Source: an optimization exercise on an open RTL-to-GDS flow (aim: small area, a short achievable clock period and few clock cycles per item). Production flows keep margins and buffers that such runs may drop. Only simulation tests tie the RTL to the original design; equivalence was not proved.

Setup of north:
## mult_div_unit
module mult_div_unit #(
  parameter int MUL_LAT = md_pkg::MUL_LAT_DEF
) (
  input  logic        clk,
  input  logic        rst_n,
  input  logic        start,
  input  logic        hilo,
  input  logic        we,
  input  logic [1:0]  op,
  input  logic        madd,
  input  logic [31:0] src_a,
  input  logic [31:0] src_b,
  output logic        busy,
  output logic [31:0] hi,
  output logic [31:0] lo,
  output logic [31:0] rd_data
);
  localparam int W = 52;    
  md_pkg::md_state_e state_q, state_d;
  logic [31:0] hi_q, hi_d, lo_q, lo_d;
  logic [31:0] a_q, a_d;         
  logic [35:0] u_q, u_d;         
  logic [3:0]  cnt_q, cnt_d;
  logic        sgn_q, sgn_d;
  logic        madd_q, madd_d;
  logic        corr_q, corr_d;
  logic        pb_q, pb_d;
  logic        qneg_q, qneg_d;
  logic        rneg_q, rneg_d;
  logic        dcin_q, dcin_d;
  function automatic logic [5:0] clz32(input logic [31:0] x);
    logic [15:0] z1;  logic [15:0] c1;         
    logic [7:0]  z2;  logic [15:0] c2;         
    logic [3:0]  z3;  logic [11:0] c3;         
    logic [1:0]  z4;  logic [7:0]  c4;         
  ...
For scale: roughly 4300 cells after synthesis, ~150 flip-flops, about 170 I/O pins.
clock: 13.0 ns
lec_check: 0
cap_margin: 20
core_margin: 2
core_utilization: 40
setup_slack_margin: 3.5
slew_margin: 20
standard.sh (not shown) runs the stock make flow with config.mk's settings and CLKGATE_MAP_FILE= SYNTH_SCRIPT=/design/flow/synth_recipe.tcl, a recipe that flattens the netlist after the stock synthesis.
==> flow/flow/run.sh <==
#!/bin/bash
# The standard layout, with the ports buffered by buf_2 cells instead of the delay
# buffers buffer_ports picks by default.  Everything else is the standard flow.
set -e
export BUFFER_PORTS_ARGS="-buffer_cell sky130_fd_sc_hd__buf_2"
bash standard.sh > standard.log 2>&1
Testbench counts of north, summed over its fixed seeds: cycles 4,322, ops 1,920.
> inputs changed (north -> east)
diff --git a/flow/config.mk b/flow/config.mk
--- a/flow/config.mk
+++ b/flow/config.mk
@@ -9,4 +9,4 @@
 export CORE_MARGIN = 2
 export CORE_UTILIZATION = 40
-export SETUP_SLACK_MARGIN = 3.5
+export SETUP_SLACK_MARGIN = 4.0
 export SLEW_MARGIN = 20
### Flow results
- When the final numbers for north and east were put side by side, the worst path arrival time turned out to be smaller in east.
- register to register as the classification of the worst setup path was reported by east, and input port to register by north.
- Of north and east, the lower post-route cell area belongs to north.
- From north to east the numbers moved as follows: worst hold margin down 0.013 ns; least setup slack across all paths after layout went up 0.40 ns; core utilization of the finished layout now larger.


Another version of the RTL of mult_div_unit (not shown whole).
For scale: roughly 5500 cells after synthesis.
==> flow/config.mk <==
export PLATFORM = sky130hd
export DESIGN_NAME = mult_div_unit
export DESIGN_NICKNAME = mult_div_unit
export VERILOG_FILES = /design/flow/design.v
export SDC_FILE = /design/flow/constraint.sdc
export NUM_CORES = 4
export LEC_CHECK = 0
export ABC_AREA = 1
export CAP_MARGIN = 20
export CORE_MARGIN = 2
export CORE_UTILIZATION = 40
export SETUP_SLACK_MARGIN = 4.5
export SLEW_MARGIN = 20
==> flow/constraint.sdc <==
create_clock -name core_clock -period 13.0 [get_ports {clk}]
set_input_delay 2.6000 -clock core_clock [delete_from_list [all_inputs] [get_ports {clk}]]
set_output_delay 2.6000 -clock core_clock [all_outputs]
set_load 0.01 [all_outputs]
Scripts as last shown in full above: flow/flow/run.sh
The baseline completed without violations.
Testbench counts at the start, summed over its fixed seeds: cycles 3,986, ops 1,920.
Next try:
==> flow/flow/run.sh (replaced) <==
#!/bin/bash
# The standard layout with two changes that leave the design and its registers alone:
# - the ports are buffered by buf_2 cells instead of the delay buffers buffer_ports
#   picks by default;
# - Yosys's synth skips its quick abc pass (-noabc), so that extract_fa sees the adder
#   trees as written instead of re-mapped with arbitrary polarities (fewer inverters
#   between the full adders).  The final ABC mapping is the standard one.
set -e
export BUFFER_PORTS_ARGS="-buffer_cell sky130_fd_sc_hd__buf_2"
export SYNTH_ARGS="-noabc"
bash standard.sh > standard.log 2>&1
Result:
- register-to-register slack is better by 170 ps
- wire length rose by 2.2%
- setup slack is worse by 33 ps
- core utilization increases by 1.6 points
- first-iteration DRC count went up by 10%
- hold slack loses 16 ps

[separate check: timing with driven ports]
Ports are ideal in the flow. The routed layouts listed here were re-timed in OpenROAD. Step 1, drivers: a clkbuf_16 drives clk and a buf_2 each remaining input, both assumed. Step 2 moves the port delays by t, midway between the first and last clock arrival at a register: inputs arrive t later, outputs are due t later. That takes back most of the time a late clock gives input paths. a / b / c = ideal / step 1 / step 2; a / b = the first two.
run	t, ns	slack for setup (ns)	worst hold slack (ns)	worst setup path after step 2	clock arrival spread, ns
north	0.514	3.592 / 3.618 / 3.104	0.583 / 0.583 / 0.583	input to register	0.024 / 0.024
east	0.522	3.997 / 3.997 / 3.529	0.570 / 0.570 / 0.570	input to register	0.021 / 0.021
the first run of note 2	0.561	4.341 / 4.371 / 3.810	0.526 / 0.526 / 0.526	input to register	0.018 / 0.018
the second run of note 2	0.563	4.308 / 4.346 / 3.783	0.510 / 0.510 / 0.510	input to register	0.018 / 0.018
After both steps setup and hold are still met in every run listed. For the first run of note 2, which loses most, drivers alone change the setup slack by +0.030 ns; drivers and shift together by -0.531 ns.
